What follows belongs to an exercise in optimizing a design on an open flow for small area; a production flow would make more cautious choices.
The RTL was checked by simulation tests, not by an equivalence proof against the original design.
Power and IR drop assume default switching activity.

==> flow/flow/run.sh <==
#!/bin/bash
# Standard ORFS layout (the standard.sh, standard synthesis) with two changes: ports get the
# smallest buffer cell, and clock tree synthesis clusters more sinks per clock buffer and
# inserts no dummy loads.
set -euo pipefail
export BUFFER_PORTS_ARGS="-buffer_cell sky130_fd_sc_hd__buf_1"
export CTS_ARGS="-sink_clustering_enable -repair_clock_nets -dont_use_dummy_load -buf_list {sky130_fd_sc_hd__clkbuf_8 sky130_fd_sc_hd__clkbuf_16} -sink_clustering_size 24 -sink_clustering_max_diameter 70"
bash standard.sh > standard.log 2>&1
==> flow/standard.sh <==
#!/bin/bash
# synth_recipe.tcl (not shown) runs the flow's synth.tcl, then flattens the netlist and writes it again
# the make line also repeats each setting of config.mk as NAME=value (left out here)
make -C /OpenROAD-flow-scripts/flow DESIGN_CONFIG=/design/flow/config.mk WORK_HOME=/design/flow/orfs CLKGATE_MAP_FILE= SYNTH_SCRIPT=/design/flow/synth_recipe.tcl "${@:-finish}"
==> flow/config.mk <==
export PLATFORM = sky130hd
export DESIGN_NAME = rf_multiport
export DESIGN_NICKNAME = rf_multiport
export VERILOG_FILES = /design/flow/design.v
export SDC_FILE = /design/flow/constraint.sdc
export NUM_CORES = 4
export LEC_CHECK = 0
export CAP_MARGIN = 20
export CORE_MARGIN = 2
export CORE_UTILIZATION = 42
export SLEW_MARGIN = 20
export SYNTH_HIERARCHICAL = 1
==> flow/constraint.sdc <==
create_clock -name core_clock -period 5.0 [get_ports {clk}]
set_input_delay 1.0000 -clock core_clock [delete_from_list [all_inputs] [get_ports {clk}]]
set_output_delay 1.0000 -clock core_clock [all_outputs]
set_load 0.01 [all_outputs]
==> flow/design.v <==
package rf_pkg;
    localparam int RF_DATA_W = 32;
    localparam int RF_ADDR_W = 5;
    localparam int RF_NUM_RD = 2;
    function automatic [31:0] rf_reset_value(input [31:0] idx, input init_index);
        rf_reset_value = init_index ? idx : 32'd0;
    endfunction
endpackage
module rf_scoreboard #(
    parameter int ADDR_W   = rf_pkg::RF_ADDR_W,
    parameter int ZERO_REG = 1
) (
    input  logic                 rst,
    input  logic                 rsv_en,
    input  logic [ADDR_W-1:0]    rsv_addr,
    input  logic [2**ADDR_W-1:0] keep,
    input  logic [2**ADDR_W-1:0] busy,
    output logic [2**ADDR_W-1:0] busy_d
);
    localparam int DEPTH = 2**ADDR_W;
    logic [DEPTH-1:0] set_v, zmask;
    always_comb begin
        set_v  = (rsv_en && !rst) ? DEPTH'(1) << rsv_addr : '0;
        zmask  = (ZERO_REG != 0) ? {{(DEPTH-1){1'b1}}, 1'b0} : {DEPTH{1'b1}};
        busy_d = ((busy & keep) | set_v) & zmask;
    end
endmodule
module rf_aoi #(
    parameter int W = 3
) (
    input  logic [W-1:0] a,
    input  logic [W-1:0] s,
    output logic         y
);
    assign y = ~|(a & s);
endmodule
module rf_aor #(
    parameter int N = 32
) (
    input  logic [N-1:0] a,
    input  logic [N-1:0] s,
    output logic         y
);
    localparam int NG = N / 3;
    logic [NG-1:0] yn;
    for (genvar g = 0; g < NG; g++) begin : g_grp
        rf_aoi #(.W(3)) u_aoi (.a(a[3*g +: 3]), .s(s[3*g +: 3]), .y(yn[g]));
    end
    if (3*NG < N) begin : g_rest
        assign y = ~&yn | |(a[N-1:3*NG] & s[N-1:3*NG]);
    end else begin : g_norest
        assign y = ~&yn;
    end
endmodule
module rf_wmux (
    input  logic q,
    input  logic hold,
    input  logic d,
    input  logic load,
    output logic y
);
    assign y = (q & hold) | (d & load);
endmodule
module rf_and2 (
    input  logic a,
    input  logic b,
    output logic y
);
    assign y = a & b;
endmodule
module rf_o21a (
    input  logic a1,
    input  logic a2,
    input  logic b,
    output logic y
);
    assign y = (a1 | a2) & b;
endmodule
module rf_multiport #(
    parameter int DATA_W     = rf_pkg::RF_DATA_W,
    parameter int ADDR_W     = rf_pkg::RF_ADDR_W,
    parameter int NUM_RD     = rf_pkg::RF_NUM_RD,
    parameter int ZERO_REG   = 1,
    parameter int INIT_INDEX = 0
) (
    input  logic                     clk,
    input  logic                     rst,
    input  logic                     we,
    input  logic [ADDR_W-1:0]        waddr,
    input  logic [DATA_W-1:0]        wdata,
    input  logic                     rsv_en,
    input  logic [ADDR_W-1:0]        rsv_addr,
    input  logic [NUM_RD-1:0]        rd_en,
    input  logic [NUM_RD*ADDR_W-1:0] raddr,
    output logic [NUM_RD*DATA_W-1:0] rdata,
    output logic [NUM_RD-1:0]        rd_busy,
    output logic                     any_busy
);
    localparam int DEPTH = 2**ADDR_W;
    localparam int R0    = (ZERO_REG != 0) ? 1 : 0;
    localparam int NT    = DEPTH - R0 + 1;    
    localparam int LO_W  = 2;
    localparam int HI_W  = ADDR_W - LO_W;
    localparam int NLO   = 2**LO_W;
    localparam int NHI   = 2**HI_W;
    logic [DEPTH*DATA_W-1:0] mem_d;
    logic [DEPTH-1:0]        busy, busy_d;
    logic [DEPTH-1:0]        load, keep;
    logic [NLO-1:0]          wlo, nwlo;
    logic [NHI-1:0]          whi, nwhi;
    for (genvar i = 0; i < NLO; i++) begin : g_wlo
        assign wlo[i]  = we && !rst && waddr[LO_W-1:0] == LO_W'(i);
        assign nwlo[i] = !(we && waddr[LO_W-1:0] == LO_W'(i));
    end
    for (genvar j = 0; j < NHI; j++) begin : g_whi
        assign whi[j]  = waddr[ADDR_W-1:LO_W] == HI_W'(j);
        assign nwhi[j] = !whi[j];
    end
    for (genvar r = 0; r < DEPTH; r++) begin : g_ws
        if (r < R0) begin : g_zero
            assign load[r] = 1'b0;
            assign keep[r] = 1'b0;
        end else begin : g_drv
            rf_and2 u_ld (.a(wlo[r % NLO]), .b(whi[r / NLO]), .y(load[r]));
            rf_o21a u_kp (.a1(nwlo[r % NLO]), .a2(nwhi[r / NLO]), .b(!rst), .y(keep[r]));
        end
    end
    rf_scoreboard #(.ADDR_W(ADDR_W), .ZERO_REG(ZERO_REG)) u_sb (
        .rst(rst),
        .rsv_en(rsv_en),
        .rsv_addr(rsv_addr),
        .keep(keep),
        .busy(busy),
        .busy_d(busy_d)
    );
    always_ff @(posedge clk) begin
        busy     <= busy_d;
        any_busy <= |busy_d;
    end
    for (genvar r = 0; r < DEPTH; r++) begin : g_row
        if (r < R0) begin : g_zero
            assign mem_d[r*DATA_W +: DATA_W] = '0;
        end else begin : g_reg
            logic [DATA_W-1:0] m, m_d;
            for (genvar i = 0; i < DATA_W; i++) begin : g_bit
                rf_wmux u_wm (.q(m[i]), .hold(keep[r]), .d(wdata[i]), .load(load[r]), .y(m_d[i]));
            end
            always_ff @(posedge clk)
                m <= m_d;
            assign mem_d[r*DATA_W +: DATA_W] = m_d;
        end
    end
    for (genvar p = 0; p < NUM_RD; p++) begin : g_rd
        logic [ADDR_W-1:0] a;
        logic [DATA_W-1:0] d, q;
        logic              b, bn;
        logic [NLO-1:0]    rlo;
        logic [NHI-1:0]    rhi;
        logic [NT-1:0]     sel;
        assign a = raddr[p*ADDR_W +: ADDR_W];
        for (genvar i = 0; i < NLO; i++) begin : g_rlo
            assign rlo[i] = rd_en[p] && a[LO_W-1:0] == LO_W'(i);
        end
        for (genvar j = 0; j < NHI; j++) begin : g_rhi
            assign rhi[j] = a[ADDR_W-1:LO_W] == HI_W'(j);
        end
        for (genvar r = R0; r < DEPTH; r++) begin : g_sel
            rf_and2 u_sel (.a(rlo[r % NLO]), .b(rhi[r / NLO]), .y(sel[r-R0]));
        end
        rf_and2 u_hold (.a(!rd_en[p]), .b(!rst), .y(sel[NT-1]));
        for (genvar i = 0; i < DATA_W; i++) begin : g_bit
            logic [NT-1:0] col;
            for (genvar r = R0; r < DEPTH; r++) begin : g_col
                assign col[r-R0] = mem_d[r*DATA_W + i];
            end
            assign col[NT-1] = q[i];
            rf_aor #(.N(NT)) u_aor (.a(col), .s(sel), .y(d[i]));
        end
        rf_aor #(.N(NT)) u_aorb (.a({b, busy_d[DEPTH-1:R0]}), .s(sel), .y(bn));
        always_ff @(posedge clk) begin
            q <= d;
            b <= bn;
        end
        assign rdata[p*DATA_W +: DATA_W] = q;
        assign rd_busy[p] = b;
    end
endmodule
==> flow_summary_export.csv, run 1 <==
group,metric,value,unit
drt,drcViolationCount,0,
timing,relSlewSlack,17.5,%
timing,slew_viol_final,0,
timing,max_freq,250,MHz
critical_path,cpMaxStageDelayCell,"o21a_2",
floorplanning,core,98100,um2
timing,finalSetupTns,0,ps
timing,final.min_clock_period,4000,ps
global_route,grt-ovfl-total,0,
global_route,grt_start_max_net_pins,34,
layout,fin_cells,4946,
hold_path,hp-class,"register to register",
drt,dr_total_vias,39700,
layout,finalNetCount,3719,
critical_path,end_kind,"register",
synth,synthCells,3364,
clock_network,root_buffer,"clkbuf_16",
critical_path,cp_slowest_stage_delay,580,ps
layout,fillers,9054,
layout,layout-drive-gt1-share,10.7,%
run_status,outcome,"no timing/DRC/antenna violations",
floorplanning,dieArea,101000,um2
synth,avgSynthCellArea,12.3,um2
clock_network,max-clock-path-buffers,3,
power_and_ir_drop,ir_drop,0.253,mV
drt,ant_nets,0,
layout,area_delta_synth_final,11.1,%
floorplanning,die_y,318,um
timing,fin_crit_sh,80.1,%
floorplanning,ios,125,
layout,final_core_util,46.9,%
timing,skew,33.7,ps
placed_design,gp_congestion,0.944,
clock_network,cts-resized-gates,0,
synth,yosys_warnings,8,
power_and_ir_drop,p_leak,16.6,nW
global_route,grt_pass1_wl,271000,um
power_and_ir_drop,total_power,14.5,mW
layout,regArea,21800,um2
critical_path,arrival,4560,ps
drt,finalWirelength,192000,um
run,cap_violations,0,
floorplanning,num_rows,115,
placed_design,dpl.cell_count,4891,
drt,routedWlPerCell,38.8,um
placed_design,numPortBuffers,124,
synth,synth.cell_area,41400,um2
drt,drt_iter0_drc,9160,
floorplanning,start_util,42.2,%
critical_path,path_cells,"buf_1 > nand2_1 > or2_1 > o21a_2 > buf_4 > a22o_1 > a222oi_1 > nand4_1 > or4_4",
timing,finalHoldViolations,0,
clock_network,numCtsBuffers,55,
clock_network,insertion_delay,680,ps
clock_network,cts_tree,"done",
clock_network,clk_pin_slew,100,ps
global_route,gr-usage-all-layers,35.8,%
placed_design,dp_hpwl,113000,um
timing,setup_viol,0,
drt,avgViaCountPerCell,8.03,
power_and_ir_drop,power_density,314,nW/um2
critical_path,cp-start-kind,"input port",
global_route,grt_pass1_vias,37700,
critical_path,cp_data_required_time,5560,ps
critical_path,crit_fanout,27,
drt,drtPass1Iterations,11,
clock_network,ctsHoldBuffers,0,
clock_network,cts_setup_buffers,0,
clock_network,cts_sinks,1090,
global_route,grt_antenna_before_repair,0,
synth,synth_nets,3422,
timing,tightest_slew,1240,ps
layout,multi_input_area,19400,um2
layout,antenna_cells,0,
floorplanning,die_w,318,um
critical_path,crit_type,"input port to register",
timing,rsz0062_at_grt,"no",
clock_network,h-tree-depth,2,
registers in the layout, summed over array words and instances (netlist names):
name	flops
busy	31
g_row.g_reg.m	992
g_rd.b	2
any_busy	1
g_rd.q	64
critical path: cells and delay by family:
kind	cells	cell delay, ps
AO/OA/AOI/OAI	3	1250
AND/OR/NAND/NOR	4	1460
buffers and inverters	2	820
stage by stage:
stage	area, um2	hold slack [ps]	worst slack, ps
after floorplan	41400	447	1650
after global placement	44700	466	507
after detailed placement	44700	474	541
after CTS	46000	496	1250
after global routing	46000	525	946
final	46000	494	996
report_power, final:
group	switching (mW)	internal [mW]
registers	0.0238	8.74
clock network	2.90	1.96
logic	0.676	0.152
total	3.60	10.9
cells in the final DEF (no fill, tap or decap), drive strengths merged, types with 4 or more instances in the layout:
cell    count
dfxtp    1090
a22o     1073
a222oi    660
buf       269
nand4     134
and2       95
nand2      87
or4        66
clkbuf     61
o21a       31
o21ai      16
nor3b      11
inv        11
nor4        8
nand3b      7
nor3        5
and3b       5
nor2        4
and3        4
layout make-up:
type	count	area share, %
flip-flops and latches	1090	47.4
multi-input cells	2228	42.3
repair buffers	275	3.76
inverters	11	0.0897
well taps	1287	3.50
clock buffers	55	2.99
metal layers:
layer	up-vias	wire, um	global-route usage (%)
met3	559	26900	9.90
met4	0	12400	22.3
met1	19700	75300	49.1
li1	16100	-	-
met2	3436	77300	49.4
met5	-	0	0
worst paths after layout:
check,cells past startpoint,startpoint,slack (ps),end
min reg2reg,2,busy[5]$_DFF_P_,490,busy[5]$_DFF_P_
max reg2reg,4,g_row[22].g_reg.m[0]$_DFF_P_,2810,g_rd[1].q[0]$_DFF_P_
min,2,busy[5]$_DFF_P_,490,busy[5]$_DFF_P_
max,9,waddr[3],1000,g_rd[1].q[0]$_DFF_P_
==> run 2: changes to the inputs <==
--- a/flow/design.v
+++ b/flow/design.v
@@ -18,11 +18,25 @@
     output logic [2**ADDR_W-1:0] busy_d
 );
     localparam int DEPTH = 2**ADDR_W;
-    logic [DEPTH-1:0] set_v, zmask;
-    always_comb begin
-        set_v  = (rsv_en && !rst) ? DEPTH'(1) << rsv_addr : '0;
-        zmask  = (ZERO_REG != 0) ? {{(DEPTH-1){1'b1}}, 1'b0} : {DEPTH{1'b1}};
-        busy_d = ((busy & keep) | set_v) & zmask;
+    localparam int R0    = (ZERO_REG != 0) ? 1 : 0;
+    localparam int LO_W  = 2;
+    localparam int HI_W  = ADDR_W - LO_W;
+    localparam int NLO   = 2**LO_W;
+    localparam int NHI   = 2**HI_W;
+    logic [NLO-1:0] slo;
+    logic [NHI-1:0] shi;
+    for (genvar i = 0; i < NLO; i++) begin : g_slo
+        assign slo[i] = rsv_en && !rst && rsv_addr[LO_W-1:0] == LO_W'(i);
+    end
+    for (genvar j = 0; j < NHI; j++) begin : g_shi
+        assign shi[j] = rsv_addr[ADDR_W-1:LO_W] == HI_W'(j);
+    end
+    for (genvar r = 0; r < DEPTH; r++) begin : g_b
+        if (r < R0) begin : g_zero
+            assign busy_d[r] = 1'b0;
+        end else begin : g_bit
+            rf_wmux u_b (.q(busy[r]), .hold(keep[r]), .d(slo[r % NLO]), .load(shi[r / NLO]), .y(busy_d[r]));
+        end
     end
 endmodule
 module rf_aoi #(
@@ -34,6 +48,22 @@
 );
     assign y = ~|(a & s);
 endmodule
+module rf_nand #(
+    parameter int W = 4
+) (
+    input  logic [W-1:0] a,
+    output logic         y
+);
+    assign y = ~&a;
+endmodule
+module rf_or #(
+    parameter int W = 3
+) (
+    input  logic [W-1:0] a,
+    output logic         y
+);
+    assign y = |a;
+endmodule
 module rf_aor #(
     parameter int N = 32
 ) (
@@ -41,16 +71,21 @@
     input  logic [N-1:0] s,
     output logic         y
 );
-    localparam int NG = N / 3;
+    localparam int N3 = N / 3;                
+    localparam int NG = N3 + (N - 3*N3);      
+    localparam int NN = (NG + 3) / 4;
     logic [NG-1:0] yn;
+    logic [NN-1:0] o;
     for (genvar g = 0; g < NG; g++) begin : g_grp
-        rf_aoi #(.W(3)) u_aoi (.a(a[3*g +: 3]), .s(s[3*g +: 3]), .y(yn[g]));
-    end
-    if (3*NG < N) begin : g_rest
-        assign y = ~&yn | |(a[N-1:3*NG] & s[N-1:3*NG]);
-    end else begin : g_norest
-        assign y = ~&yn;
-    end
+        localparam int W  = (g < N3) ? 3 : 1;
+        localparam int LO = (g < N3) ? 3*g : 3*N3 + (g - N3);
+        rf_aoi #(.W(W)) u_aoi (.a(a[LO +: W]), .s(s[LO +: W]), .y(yn[g]));
+    end
+    for (genvar k = 0; k < NN; k++) begin : g_nand
+        localparam int W = (4*k + 4 <= NG) ? 4 : NG - 4*k;
+        rf_nand #(.W(W)) u_nand (.a(yn[4*k +: W]), .y(o[k]));
+    end
+    rf_or #(.W(NN)) u_or (.a(o), .y(y));
 endmodule
 module rf_wmux (
     input  logic q,
==> flow_summary_export.csv, run 2 <==
group,metric,value,unit
floorplanning,die_w,317,um
synth,yosys_warnings,7,
synth,synth_nets,3468,
placed_design,pre_cts_ws,752,ps
critical_path,end_kind,"register",
floorplanning,core,96900,um2
synth,synth.cell_area,41200,um2
placed_design,numPortBuffers,124,
synth,avgSynthCellArea,12.1,um2
floorplanning,num_rows,114,
timing,finalHoldViolations,0,
global_route,grt_util_met2,53.5,%
timing,fin_crit_sh,76.8,%
timing,final.min_clock_period,3840,ps
run_status,outcome,"no timing/DRC/antenna violations",
critical_path,crit_type,"input port to register",
timing,skew,50.5,ps
clock_network,cts_tree,"done",
global_route,grt_pass1_vias,38400,
global_route,use_met3,12.7,%
timing,relSlewSlack,13.9,%
drt,finalWirelength,199000,um
layout,fin_cells,5000,
timing,rsz0062_at_grt,"no",
global_route,gr-max-usage-layer,"met2",
hold_path,hp-start,"g_row[20].g_reg.m[3]$_DFF_P_",
power_and_ir_drop,power_density,318,nW/um2
drt,avgViaCountPerCell,8.12,
synth,synthCells,3410,
critical_path,cp-start-kind,"input port",
timing,max_freq,261,MHz
layout,regMostFlops,"g_row.g_reg.m",
critical_path,crit_fanout,24,
floorplanning,dieArea,101000,um2
clock_network,cts_sinks,1090,
drt,drt_iter0_drc,9598,
drt,drtPass1Iterations,14,
critical_path,ff2ff_setup_slack,2700,ps
critical_path,r2r_end,"g_rd[0].q[15]$_DFF_P_",
timing,slew_viol_final,0,
global_route,met1_usage,48.9,%
clock_network,clk_pin_slew,90,ps
layout,finalNetCount,3777,
floorplanning,start_util,42.5,%
placed_design,dpl.cell_count,4935,
clock_network,cts_setup_buffers,0,
placed_design,dp_hpwl,121000,um
hold_path,holdPathEnd,"g_row[20].g_reg.m[3]$_DFF_P_",
drt,ant_nets,0,
hold_path,hp-class,"register to register",
clock_network,ctsHoldBuffers,0,
clock_network,numCtsBuffers,58,
critical_path,r2r_cells,4,
layout,reg.largest.list,"g_row.g_reg.m: 992 flops, g_rd.q: 64 flops, busy: 31 flops",
timing,hold_slack,512,ps
drt,dr_total_vias,40600,
layout,area_delta_synth_final,11.6,%
timing,setup_viol,0,
critical_path,cp_data_required_time,5580,ps
layout,final_cell_mix,"dfxtp_1 (1,090), a22o_1 (1,023), a222oi_1 (660), nand4_1 (200), buf_4 (150)",
clock_network,h-tree-depth,2,
global_route,grt-ovfl-total,0,
global_route,grt_pass1_wl,279000,um
clock_network,insertion_delay,690,ps
floorplanning,ios,125,
layout,layout-drive-gt1-share,9.47,%
timing,finalSetupTns,0,ps
run,cap_violations,0,
drt,routedWlPerCell,39.7,um
global_route,grt_start_max_net_pins,34,
drt,drcViolationCount,0,
clock_network,max-clock-path-buffers,3,
layout,layout_commonest_cell,"dfxtp_1",
power_and_ir_drop,p_leak,16.5,nW
power_and_ir_drop,ir_drop,0.329,mV
global_route,gr-usage-all-layers,38.0,%
layout,largest_reg_flops,992,
timing,finalWorstSetupSlack,1160,ps
floorplanning,die_y,317,um
timing,tightest_slew,1290,ps
placed_design,gp_congestion,0.980,
power_and_ir_drop,total_power,14.6,mW
critical_path,arrival,4420,ps
clock_network,cts-resized-gates,0,
hold_path,min_delay_path_depth,1,
critical_path,regToRegStartpoint,"g_row[13].g_reg.m[15]$_DFF_P_",
global_route,grt_antenna_before_repair,13,
clock_network,root_buffer,"clkbuf_16",
-- run 2: cell count changes in the layout (fill, tap and decap cells not counted), moves of 7 or more --
cell and delta:
nand4_1 +66, or4_4 -66, diode_2 +7, and2_2 +10
nand2_1 +50, buf_4 +9, o21ai_0 -12, and2_1 -10
a22o_1 -50, or3_1 +66
-- run 2: cell type report --
class	instances	area [um2]
antenna	7	17.5
clock buffer	58	1450
fill	8866	50900
inverter	11	41.3
multi-input combinational	2274	19200
sequential	1090	21800
tap	1276	1600
timing repair buffer	284	1800
-- run 2: per-layer routing --
layer  part of all wire, %  wire (um)
met1                    37      73700
met2                    40      80400
met3                    14      28800
met4                   7.8      15600
met5                 0.099        196
-- run 2: worst max path at each step --
stage / from / endpoint / slack (ps) / cells after the start
floorplan: rst / g_rd[0].q[0]$_DFF_P_ / 1770 / 7
global placement: rst / g_rd[0].q[23]$_DFF_P_ / 730 / 9
detailed placement: rst / g_rd[0].q[15]$_DFF_P_ / 750 / 8
CTS: rst / g_rd[0].q[23]$_DFF_P_ / 1430 / 9
global route: we / g_rd[1].q[11]$_DFF_P_ / 1140 / 8
finish: we / g_rd[1].q[11]$_DFF_P_ / 1160 / 8
-- run 2: where the power goes --
| group | internal [mW] | leakage (nW) | total, mW | switching [mW] |
|---|---|---|---|---|
| Sequential | 8.74 | 8.79 | 8.77 | 0.0254 |
| Clock | 2.06 | 0.715 | 4.99 | 2.93 |
| Combinational | 0.158 | 6.96 | 0.847 | 0.689 |
-- run 2: worst max-delay path, cell delays in order --
cell      delay (ps)
buf_1            260
or3b_1           520
o21a_2           610
buf_4            370
a22o_1           270
a222oi_1         280
nand4_1          560
or3_1            540
-- run 2: per-stage QoR --
stage          util [%]  cell area [um2]
2_1_floorplan         -            41200
3_3_place_gp       45.9            44400
3_5_place_dp       45.9            44400
4_1_cts            47.4            45900
5_1_grt            47.4            45900
6_report           47.4            45900
==> run 3: changes to the inputs <==
==> flow/flow/run.sh (replaced) <==
#!/bin/bash
# Standard ORFS layout (the standard.sh, standard synthesis) with these changes: ports get
# the smallest buffer cell; the buffers that timing-driven global placement adds are dropped
# again after it (post_gpl.tcl), leaving slew and capacitance repair to the resize step; and
# clock tree synthesis clusters more sinks per clock buffer and inserts no dummy loads.
set -euo pipefail
export BUFFER_PORTS_ARGS="-buffer_cell sky130_fd_sc_hd__buf_1"
export POST_GLOBAL_PLACE_TCL="$PWD/flow/post_gpl.tcl"
export CTS_ARGS="-sink_clustering_enable -repair_clock_nets -dont_use_dummy_load -buf_list {sky130_fd_sc_hd__clkbuf_8 sky130_fd_sc_hd__clkbuf_16} -sink_clustering_size 24 -sink_clustering_max_diameter 70"
bash standard.sh > standard.log 2>&1
==> flow/flow/post_gpl.tcl (new file) <==
# Drop the buffers that timing-driven global placement added (named place*); the port buffers
# stay. repair_design in the resize step then fixes any slew or capacitance limit they covered.
set names {}
foreach inst [[ord::get_db_block] getInsts] {
  if { [string match "place*" [$inst getName]] } {
    lappend names [$inst getName]
  }
}
puts "removing [llength $names] placement buffers"
if { [llength $names] > 0 } {
  remove_buffers {*}$names
}
--- a/flow/config.mk
+++ b/flow/config.mk
@@ -8,5 +8,6 @@
 export CAP_MARGIN = 20
 export CORE_MARGIN = 2
 export CORE_UTILIZATION = 42
+export PLACE_DENSITY = 0.75
 export SLEW_MARGIN = 20
 export SYNTH_HIERARCHICAL = 1
==> flow_summary_export.csv, run 3 <==
group,metric,value,unit
layout,regMostFlops,"g_row.g_reg.m",
drt,drcViolationCount,0,
layout,final_cell_mix,"dfxtp_1 (1,090), a22o_1 (1,023), a222oi_1 (660), nand4_1 (200), nand2_1 (137)",
power_and_ir_drop,p_leak,15.9,nW
power_and_ir_drop,ir_drop,0.282,mV
critical_path,cp_slowest_stage_delay,610,ps
layout,layout-drive-gt1-share,6.91,%
floorplanning,core,96900,um2
layout,largest_reg_flops,992,
critical_path,cp-start-kind,"input port",
synth,synthCells,3410,
power_and_ir_drop,power_density,317,nW/um2
global_route,grt-ovfl-total,0,
timing,fin_crit_sh,83.0,%
critical_path,crit_type,"input port to register",
timing,relSlewSlack,10.4,%
synth,synth_nets,3468,
placed_design,dpl.cell_count,4799,
clock_network,clk_pin_slew,100,ps
clock_network,root_buffer,"clkbuf_16",
clock_network,numCtsBuffers,53,
drt,drt_iter0_drc,10900,
clock_network,cts_setup_buffers,0,
clock_network,ctsHoldBuffers,0,
drt,finalWirelength,189000,um
layout,layout_commonest_cell,"dfxtp_1",
placed_design,numPortBuffers,124,
layout,fin_cells,4859,
global_route,grt_antenna_before_repair,12,
critical_path,arrival,4730,ps
critical_path,crit_fanout,34,
critical_path,regToRegStartpoint,"g_row[16].g_reg.m[2]$_DFF_P_",
clock_network,insertion_delay,690,ps
synth,synth.cell_area,41200,um2
drt,dr_total_vias,41400,
critical_path,path_cells,"buf_1 > inv_2 > and4_1 > and2_2 > a22o_1 > a222oi_1 > nand4_1 > or3_1",
critical_path,cp_data_required_time,5580,ps
floorplanning,start_util,42.5,%
clock_network,cts_tree,"done",
timing,tightest_slew,1340,ps
drt,routedWlPerCell,38.9,um
global_route,gr-usage-all-layers,35.7,%
clock_network,h-tree-depth,2,
clock_network,cts_sinks,1090,
critical_path,end_kind,"register",
placed_design,dp_hpwl,106000,um
timing,finalSetupTns,0,ps
critical_path,cpMaxStageDelayCell,"and2_2",
global_route,grt_pass1_vias,38900,
timing,max_freq,241,MHz
floorplanning,dieArea,101000,um2
timing,setup_viol,0,
layout,reg.largest.list,"g_row.g_reg.m: 992 flops, g_rd.q: 64 flops, busy: 31 flops",
drt,avgViaCountPerCell,8.52,
hold_path,min_delay_path_depth,1,
floorplanning,die_w,317,um
timing,rsz0062_at_grt,"no",
clock_network,cts-resized-gates,0,
global_route,grt_start_max_net_pins,35,
drt,drtPass1Iterations,17,
floorplanning,ios,125,
synth,avgSynthCellArea,12.1,um2
global_route,grt_pass1_wl,266000,um
drt,ant_nets,0,
hold_path,hp-class,"register to register",
synth,yosys_warnings,7,
layout,area_delta_synth_final,9.70,%
clock_network,max-clock-path-buffers,3,
timing,finalHoldViolations,0,
timing,final.min_clock_period,4150,ps
critical_path,cp-startpoint,"rst",
run,cap_violations,0,
floorplanning,die_y,317,um
hold_path,hp-start,"g_row[11].g_reg.m[11]$_DFF_P_",
layout,fillers,8711,
timing,slew_viol_final,0,
timing,skew,62.0,ps
layout,finalNetCount,3636,
floorplanning,num_rows,114,
critical_path,r2r_cells,4,
power_and_ir_drop,total_power,14.3,mW
run_status,outcome,"no timing/DRC/antenna violations",
[run 3: power breakdown]
part           leakage [nW]  internal [mW]  switching (mW)
sequential             8.79           8.74          0.0272
clock                 0.653           1.89            2.84
combinational          6.45          0.136           0.673
total                  15.9           10.8            3.54
[run 3: final timing paths]
kind / end / slack (ps)
worst min register to register: g_row[11].g_reg.m[11]$_DFF_P_ / 510
worst max register to register: g_rd[0].q[2]$_DFF_P_ / 2640
worst min-delay path: g_row[11].g_reg.m[11]$_DFF_P_ / 510
worst max-delay path: g_rd[0].q[2]$_DFF_P_ / 850
[run 3: area by class of cell]
| class | count | area [um2] | area share (%) |
|---|---|---|---|
| Timing Repair Buffer | 148 | 1100 | 2.43 |
| Multi-Input combinational cell | 2274 | 19200 | 42.6 |
| Inverter | 11 | 41.3 | 0.0915 |
| Clock buffer | 53 | 1330 | 2.94 |
| Sequential cell | 1090 | 21800 | 48.3 |
| Antenna cell | 7 | 17.5 | 0.0388 |
| Tap cell | 1276 | 1600 | 3.54 |
[run 3: metal layers]
metal	share of wire [%]	vias to the layer above	track usage (%)
met2	38	4634	47.0
met5	0.27	-	1.99
li1	-	15900	-
met3	19	1051	16.6
met4	8.6	28	24.8
met1	35	19800	45.5
[run 3: stage by stage]
step | area, um2 | hold WS (ps) | util [%] | setup WS, ps
4_1_cts | 45100 | 512 | 46.5 | 861
6_report | 45100 | 514 | 46.6 | 848
5_1_grt | 45100 | 528 | 46.6 | 868
3_5_place_dp | 43700 | 490 | 45.2 | 144
2_1_floorplan | 41200 | 475 | - | 1770
3_3_place_gp | 44000 | 485 | 45.4 | 737
[run 3: critical path, delay by kind of cell]
kind | cells | cell delay, ps
compound gates | 2 | 740
buf+inv | 2 | 850
simple gates | 4 | 2110
==> run 4: changes to the inputs <==
--- a/flow/config.mk
+++ b/flow/config.mk
@@ -8,6 +8,5 @@
 export CAP_MARGIN = 20
 export CORE_MARGIN = 2
 export CORE_UTILIZATION = 42
-export PLACE_DENSITY = 0.75
 export SLEW_MARGIN = 20
 export SYNTH_HIERARCHICAL = 1
==> flow_summary_export.csv, run 4 <==
group,metric,value,unit
clock_network,cts_sinks,1090,
floorplanning,dieArea,101000,um2
clock_network,cts_tree,"done",
layout,layout-drive-gt1-share,6.64,%
synth,yosys_warnings,7,
critical_path,crit_fanout,34,
floorplanning,start_util,42.5,%
timing,tightest_slew,1310,ps
drt,drcViolationCount,0,
floorplanning,ios,125,
critical_path,arrival,4800,ps
synth,synth_nets,3468,
timing,finalWorstSetupSlack,775,ps
timing,rsz0062_at_grt,"no",
power_and_ir_drop,ir_drop,0.312,mV
power_and_ir_drop,p_leak,15.8,nW
clock_network,h-tree-depth,2,
floorplanning,die_y,317,um
global_route,grt_pass1_wl,272000,um
timing,finalHoldViolations,0,
drt,routedWlPerCell,39.9,um
timing,relSlewSlack,12.9,%
timing,fin_crit_sh,84.5,%
layout,finalNetCount,3629,
drt,finalWirelength,194000,um
layout,final_cell_mix,"dfxtp_1 (1,090), a22o_1 (1,023), a222oi_1 (660), nand4_1 (200), nand2_1 (137)",
critical_path,crit_type,"input port to register",
placed_design,numPortBuffers,124,
critical_path,end_kind,"register",
drt,avgViaCountPerCell,8.21,
drt,dr_total_vias,39900,
clock_network,insertion_delay,690,ps
global_route,grt_antenna_before_repair,10,
clock_network,max-clock-path-buffers,3,
drt,ant_nets,0,
clock_network,numCtsBuffers,59,
timing,finalSetupTns,0,ps
global_route,grt_start_max_net_pins,35,
clock_network,ctsHoldBuffers,0,
power_and_ir_drop,power_density,324,nW/um2
timing,hold_slack,512,ps
layout,regMostFlops,"g_row.g_reg.m",
layout,area_delta_synth_final,9.24,%
floorplanning,num_rows,114,
timing,final.min_clock_period,4230,ps
timing,max_freq,237,MHz
clock_network,clk_pin_slew,80,ps
global_route,grt-ovfl-total,0,
run,cap_violations,0,
placed_design,pre_cts_ws,-40.4,ps
floorplanning,core,96900,um2
clock_network,cts-resized-gates,0,
critical_path,cp-start-kind,"input port",
layout,layout_commonest_cell,"dfxtp_1",
placed_design,dp_hpwl,106000,um
drt,drtPass1Iterations,12,
layout,reg.largest.list,"g_row.g_reg.m: 992 flops, g_rd.q: 64 flops, busy: 31 flops",
timing,slew_viol_final,0,
clock_network,root_buffer,"clkbuf_16",
global_route,grt_pass1_vias,37700,
layout,largest_reg_flops,992,
hold_path,hp-class,"register to register",
floorplanning,die_w,317,um
timing,setup_viol,0,
run_status,outcome,"no timing/DRC/antenna violations",
drt,drt_iter0_drc,8900,
synth,avgSynthCellArea,12.1,um2
global_route,gr-usage-all-layers,36.8,%
timing,skew,48.2,ps
clock_network,cts_setup_buffers,0,
synth,synthCells,3410,
synth,synth.cell_area,41200,um2
critical_path,cp_data_required_time,5580,ps
run 4: critical path: stages:
cell and delay (ps):
buf_1 400, inv_2 450, and4_1 410, and2_2 570, a22o_1 360, a222oi_1 500
nand4_1 550, or3_1 520
run 4: final cells by class:
class	instances	area [um2]
antenna	10	25.0
clock buffer	59	1480
fill	8872	51900
inverter	11	41.3
multi-input combinational	2274	19300
sequential	1090	21800
tap	1276	1600
timing repair buffer	135	741
run 4: worst paths after layout:
kind                            slack (ps)                           end                           from  depth (start not counted)
worst max-delay path                   770         g_rd[0].q[15]$_DFF_P_                            rst                          8
worst min-delay path                   510  g_row[1].g_reg.m[22]$_DFF_P_   g_row[1].g_reg.m[22]$_DFF_P_                          1
worst max register to register        2730         g_rd[0].q[15]$_DFF_P_  g_row[13].g_reg.m[15]$_DFF_P_                          4
worst min register to register         510  g_row[1].g_reg.m[22]$_DFF_P_   g_row[1].g_reg.m[22]$_DFF_P_                          1
run 4: where the power goes:
part,internal [mW],switching [mW],leakage (nW)
registers,8.74,0.0253,8.79
clock network,2.09,2.91,0.727
logic,0.134,0.670,6.31
run 4: metrics by stage:
step           std cells  util [%]  total power [mW]  area [um2]
2_1_floorplan       3410         -              9.24       41200
3_3_place_gp        4935      45.9              9.76       44400
3_5_place_dp        4785      44.8              9.72       43400
4_1_cts             4844      46.3              14.5       44800
5_1_grt             4848      46.4              14.9       44900
6_report            4855      46.4              14.6       45000
run 4: per-layer routing:
metal / up-vias / wire length [um] / GRT usage, %
met5: - / 66 / 0.663
met4: 10 / 15100 / 26.2
met3: 730 / 27500 / 11.9
met2: 3539 / 79200 / 52.0
met1: 19700 / 71900 / 47.2
li1: 15900 / - / -
==> run 5: changes to the inputs <==
--- a/flow/config.mk
+++ b/flow/config.mk
@@ -5,8 +5,8 @@
 export SDC_FILE = /design/flow/constraint.sdc
 export NUM_CORES = 4
 export LEC_CHECK = 0
-export CAP_MARGIN = 20
+export CAP_MARGIN = 0
 export CORE_MARGIN = 2
 export CORE_UTILIZATION = 42
-export SLEW_MARGIN = 20
+export SLEW_MARGIN = 0
 export SYNTH_HIERARCHICAL = 1
==> flow_summary_export.csv, run 5 <==
group,metric,value,unit
run_status,outcome,"no timing/DRC/antenna violations",
critical_path,cpMaxStageDelayCell,"inv_1",
layout,area_delta_synth_final,8.65,%
layout,reg.largest.list,"g_row.g_reg.m: 992 flops, g_rd.q: 64 flops, busy: 31 flops",
floorplanning,die_w,317,um
timing,fin_crit_sh,89.8,%
clock_network,cts_sinks,1090,
layout,finalNetCount,3621,
clock_network,cts-resized-gates,0,
timing,finalSetupTns,0,ps
timing,relSlewSlack,6.90,%
critical_path,cp-start-kind,"input port",
power_and_ir_drop,ir_drop,0.280,mV
drt,drtPass1Iterations,14,
power_and_ir_drop,sequentialPowerShare,60.2,%
power_and_ir_drop,combPwrFrac,5.4,%
clock_network,insertion_delay,740,ps
placed_design,dpl.cell_count,4778,
timing,skew,56.2,ps
layout,regMostFlops,"g_row.g_reg.m",
power_and_ir_drop,total_power,14.6,mW
timing,rsz0062_at_grt,"no",
power_and_ir_drop,power_density,326,nW/um2
clock_network,clk_pin_slew,90,ps
drt,drt_iter0_drc,8835,
clock_network,ctsHoldBuffers,0,
layout,layout-drive-gt1-share,6.40,%
layout,fin_cells,4848,
clock_network,max-clock-path-buffers,3,
critical_path,ff2ff_setup_slack,2790,ps
power_and_ir_drop,sw_frac_of_total,24.8,%
placed_design,dp_hpwl,106000,um
global_route,gr-usage-all-layers,37.1,%
critical_path,end_kind,"register",
clock_network,cts_setup_buffers,0,
layout,largest_reg_flops,992,
timing,tightest_slew,1400,ps
critical_path,crit_type,"input port to register",
synth,yosys_warnings,7,
critical_path,crit_family,"simple AND/OR/NAND/NOR gates",
drt,avgViaCountPerCell,8.26,
synth,avgSynthCellArea,12.1,um2
timing,finalHoldViolations,0,
critical_path,r2r_cells,4,
power_and_ir_drop,p_leak,15.7,nW
critical_path,arrival,5060,ps
timing,max_freq,223,MHz
global_route,grt_pass1_vias,37700,
layout,final_cell_mix,"dfxtp_1 (1,090), a22o_1 (1,023), a222oi_1 (660), nand4_1 (200), nand2_1 (137)",
layout,multi_input_area,19200,um2
clock_network,numCtsBuffers,59,
drt,dr_total_vias,40000,
critical_path,path_cells,"buf_1 > inv_1 > and4_1 > and2_2 > a22o_1 > a222oi_1 > nand4_1 > or3_1",
global_route,grt-ovfl-total,0,
power_and_ir_drop,internal_power,10.9,mW
synth,synth.cell_area,41200,um2
power_and_ir_drop,switchingPower,3.62,mW
hold_path,hp-class,"register to register",
synth,synth_nets,3468,
hold_path,holdPathEnd,"g_row[21].g_reg.m[20]$_DFF_P_",
global_route,grt_antenna_before_repair,10,
critical_path,cp_slowest_stage_delay,650,ps
critical_path,crit_fanout,34,
floorplanning,dieArea,101000,um2
floorplanning,die_y,317,um
clock_network,root_buffer,"clkbuf_16",
run,cap_violations,0,
floorplanning,num_rows,114,
timing,final.min_clock_period,4490,ps
synth,synthCells,3410,
placed_design,numPortBuffers,124,
layout,layout_commonest_cell,"dfxtp_1",
hold_path,hp-start,"g_row[21].g_reg.m[20]$_DFF_P_",
layout,regArea,21800,um2
global_route,grt_pass1_wl,273000,um
timing,setup_viol,0,
timing,finalWorstSetupSlack,512,ps
drt,drcViolationCount,0,
clock_network,cts_tree,"done",
placed_design,pre_cts_ws,-36.9,ps
power_and_ir_drop,p_clk_share,34.4,%
floorplanning,core,96900,um2
layout,fillers,8880,
clock_network,h-tree-depth,2,
critical_path,r2r_end,"g_rd[0].q[15]$_DFF_P_",
global_route,grt_start_max_net_pins,35,
floorplanning,start_util,42.5,%
timing,slew_viol_final,0,
drt,routedWlPerCell,40.2,um
critical_path,cp_data_required_time,5580,ps
drt,ant_nets,0,
critical_path,cp_num_buf_inv,2,
drt,finalWirelength,195000,um
floorplanning,ios,125,
hold_path,min_delay_path_depth,1,
critical_path,regToRegStartpoint,"g_row[13].g_reg.m[15]$_DFF_P_",
## run 5: worst max-delay path by stage
stage	startpoint	to	slack, ps	depth (start not counted)
2_1_floorplan	rst	g_rd[0].q[0]$_DFF_P_	1770	7
3_3_place_gp	rst	g_rd[0].q[23]$_DFF_P_	730	9
3_5_place_dp	rst	g_rd[0].q[15]$_DFF_P_	-40	8
4_1_cts	rst	g_rd[0].q[15]$_DFF_P_	690	8
5_1_grt	rst	g_rd[1].q[2]$_DFF_P_	460	8
6_report	rst	g_rd[1].q[16]$_DFF_P_	510	8
## run 5: per-stage QoR
stage	instance area (um2)	util (%)	hold slack, ps
detailed placement	43200	44.6	489
global placement	44400	45.9	485
global route	44700	46.1	524
CTS	44700	46.1	511
floorplan	41200	-	475
finish	44700	46.2	512
## run 5: worst reg2reg max path, delay by kind of cell, from the launching register on
kind | cells | cell delay (ps)
AOI/OAI and AO/OA | 2 | 770
and+or+nand+nor | 2 | 1050
DFF | 1 | 300
## run 5: power groups by stage
stage               Sequential [mW]  Combinational [mW]  Clock (mW)
finish                         8.77               0.785        5.01
CTS                            8.76               0.734        5.02
floorplan                      8.96               0.280           0
global route                   8.77               0.780        5.32
detailed placement             8.97               0.734           0
global placement               8.97               0.791           0
## run 5: final cells by class
type                            instances  share of cell area, %
Antenna cell                           11                 0.0616
Clock buffer                           59                   3.30
Inverter                               11                 0.0923
Multi-Input combinational cell       2274                   42.9
Sequential cell                      1090                   48.8
Tap cell                             1276                   3.57
Timing Repair Buffer                  127                   1.26
## run 5: metal layers
layer | share of wire [%] | global-route usage, % | up-vias
met2 | 41 | 52.4 | 3646
met5 | 0.020 | 0 | -
met1 | 37 | 48.0 | 19800
met3 | 14 | 12.2 | 768
met4 | 7.5 | 25.0 | 6
li1 | - | - | 15900
==> run 6: changes to the inputs <==
--- a/flow/flow/run.sh
+++ b/flow/flow/run.sh
@@ -6,5 +6,5 @@
 set -euo pipefail
 export BUFFER_PORTS_ARGS="-buffer_cell sky130_fd_sc_hd__buf_1"
 export POST_GLOBAL_PLACE_TCL="$PWD/flow/post_gpl.tcl"
-export CTS_ARGS="-sink_clustering_enable -repair_clock_nets -dont_use_dummy_load -buf_list {sky130_fd_sc_hd__clkbuf_8 sky130_fd_sc_hd__clkbuf_16} -sink_clustering_size 24 -sink_clustering_max_diameter 70"
+export CTS_ARGS="-sink_clustering_enable -repair_clock_nets -dont_use_dummy_load -buf_list {sky130_fd_sc_hd__clkbuf_8 sky130_fd_sc_hd__clkbuf_16} -sink_clustering_size 28 -sink_clustering_max_diameter 70"
 bash standard.sh > standard.log 2>&1
--- a/flow/config.mk
+++ b/flow/config.mk
@@ -5,8 +5,8 @@
 export SDC_FILE = /design/flow/constraint.sdc
 export NUM_CORES = 4
 export LEC_CHECK = 0
-export CAP_MARGIN = 0
+export CAP_MARGIN = 20
 export CORE_MARGIN = 2
 export CORE_UTILIZATION = 42
-export SLEW_MARGIN = 0
+export SLEW_MARGIN = 20
 export SYNTH_HIERARCHICAL = 1
==> flow_summary_export.csv, run 6 <==
group,metric,value,unit
layout,layout_commonest_cell,"dfxtp_1",
global_route,gr-usage-all-layers,36.8,%
global_route,grt_start_max_net_pins,35,
layout,area_delta_synth_final,9.29,%
clock_network,cts_tree,"done",
drt,finalWirelength,194000,um
floorplanning,core,96900,um2
critical_path,cp_data_required_time,5600,ps
critical_path,end_kind,"register",
layout,final_area,45000,um2
global_route,grt-ovfl-total,0,
synth,avgSynthCellArea,12.1,um2
placed_design,placed_cell_area,43400,um2
critical_path,crit_fanout,34,
layout,largest_reg_flops,992,
clock_network,cts_sinks,1090,
global_route,grt_antenna_before_repair,7,
critical_path,cp-start-kind,"input port",
timing,max_freq,237,MHz
critical_path,arrival,4820,ps
floorplanning,die_y,317,um
global_route,grt_pass1_wl,272000,um
layout,regMostFlops,"g_row.g_reg.m",
global_route,grt_pass1_vias,37600,
power_and_ir_drop,total_power,14.6,mW
clock_network,max-clock-path-buffers,3,
layout,final_cell_mix,"dfxtp_1 (1,090), a22o_1 (1,023), a222oi_1 (660), nand4_1 (200), nand2_1 (137)",
drt,dr_total_vias,40100,
timing,tightest_slew,1330,ps
placed_design,numPortBuffers,124,
run_status,outcome,"no timing/DRC/antenna violations",
timing,finalHoldViolations,0,
clock_network,insertion_delay,700,ps
timing,finalSetupTns,0,ps
synth,yosys_warnings,7,
clock_network,ctsHoldBuffers,0,
floorplanning,ios,125,
drt,avgViaCountPerCell,8.26,
hold_path,hp-class,"register to register",
layout,fillers,8876,
timing,setup_viol,0,
drt,drt_iter0_drc,9176,
clock_network,cts-resized-gates,0,
synth,synthCells,3410,
timing,finalWorstSetupSlack,785,ps
floorplanning,start_util,42.5,%
layout,reg.largest.list,"g_row.g_reg.m: 992 flops, g_rd.q: 64 flops, busy: 31 flops",
critical_path,regToRegStartpoint,"g_row[13].g_reg.m[15]$_DFF_P_",
clock_network,numCtsBuffers,59,
clock_network,h-tree-depth,2,
timing,slew_viol_final,0,
clock_network,root_buffer,"clkbuf_16",
drt,routedWlPerCell,39.9,um
timing,relSlewSlack,11.6,%
floorplanning,die_w,317,um
power_and_ir_drop,ir_drop,0.312,mV
critical_path,crit_type,"input port to register",
clock_network,cts_setup_buffers,0,
hold_path,hp-start,"g_row[4].g_reg.m[17]$_DFF_P_",
drt,ant_nets,0,
floorplanning,num_rows,114,
power_and_ir_drop,p_leak,15.8,nW
layout,layout-drive-gt1-share,6.67,%
drt,drtPass1Iterations,13,
timing,rsz0062_at_grt,"no",
run,cap_violations,0,
timing,skew,60.8,ps
synth,synth.cell_area,41200,um2
timing,fin_crit_sh,84.3,%
critical_path,cp-startpoint,"rst",
timing,final.min_clock_period,4210,ps
drt,drcViolationCount,0,
synth,synth_nets,3468,
clock_network,clk_pin_slew,90,ps
floorplanning,dieArea,101000,um2
placed_design,pre_cts_ws,-40.4,ps
layout,finalNetCount,3630,
layout,final_core_util,46.4,%
placed_design,dp_hpwl,106000,um
power_and_ir_drop,power_density,325,nW/um2
-- run 6: through the flow --
stage | cells | hold WS, ps
after floorplan | 3410 | 475
after global placement | 4935 | 485
after detailed placement | 4785 | 491
after CTS | 4844 | 511
after global routing | 4849 | 520
final | 4854 | 511
-- run 6: final cells by class --
class | instances | area [um2] | share of cell area, %
well taps | 1276 | 1600 | 3.55
diodes | 8 | 20.0 | 0.0445
inverters | 11 | 41.3 | 0.0918
flip-flops and latches | 1090 | 21800 | 48.5
repair buffers | 136 | 768 | 1.71
multi-input cells | 2274 | 19300 | 42.8
clock buffers | 59 | 1480 | 3.28
-- run 6: critical path: stages --
cell      delay, ps
buf_1           390
inv_2           450
and4_1          410
and2_2          570
a22o_1          360
a222oi_1        510
nand4_1         550
or3_1           510
-- run 6: worst paths after layout --
check	cells past startpoint	end	slack, ps
worst max-delay path	8	g_rd[0].q[15]$_DFF_P_	790
worst min-delay path	1	g_row[4].g_reg.m[17]$_DFF_P_	510
worst max register to register	4	g_rd[0].q[15]$_DFF_P_	2730
worst min register to register	1	g_row[4].g_reg.m[17]$_DFF_P_	510
-- run 6: power by group --
part | leakage (nW) | internal (mW) | switching [mW]
logic | 6.32 | 0.136 | 0.671
registers | 8.79 | 8.74 | 0.0254
clock network | 0.727 | 2.09 | 2.93
-- run 6: per-layer routing --
metal / GRT usage (%) / share of wire [%] / routed length [um] / vias up
met5: 0.663 / 0.089 / 172 / -
met4: 26.2 / 7.6 / 14600 / 14
met3: 11.5 / 14 / 27400 / 748
met2: 51.8 / 41 / 79200 / 3714
met1: 47.6 / 37 / 72400 / 19700
li1: - / - / - / 15900

[static timing again, ports no longer ideal]
The results above use ideal ports. As a check the final layouts listed here were re-extracted and re-timed, cells and wires unchanged. Step 1 assumes that a clkbuf_16 drives the clock port and a buf_2 every other input. Step 2, shift: input delay + t, output delay - t, t = (earliest + latest rising clock arrival at the registers) / 2. This alone moves slack from input paths to output paths. Slacks: no drivers / after step 1 / after step 2; pairs: no drivers / after step 1.
run	t, ns	setup slack, ns	latest minus earliest clock arrival (ns)	slew at the worst register clock pin (ns)
run 1	0.734	0.996 / 1.042 / 0.307	0.037 / 0.037	0.10 / 0.10
run 2	0.752	1.162 / 1.103 / 0.350	0.075 / 0.075	0.11 / 0.11
run 3	0.730	0.848 / 0.880 / 0.150	0.068 / 0.068	0.10 / 0.10
run 4	0.742	0.775 / 0.815 / 0.073	0.065 / 0.065	0.10 / 0.10
run 5	0.762	0.512 / 0.556 / -0.205	0.100 / 0.099	0.11 / 0.11
run 6	0.748	0.785 / 0.826 / 0.078	0.081 / 0.081	0.11 / 0.11
Met with ideal ports but missed after step 2: setup timing in run 5. For run 2, which loses most, drivers alone change the setup slack by -0.059 ns; drivers and shift together by -0.812 ns.
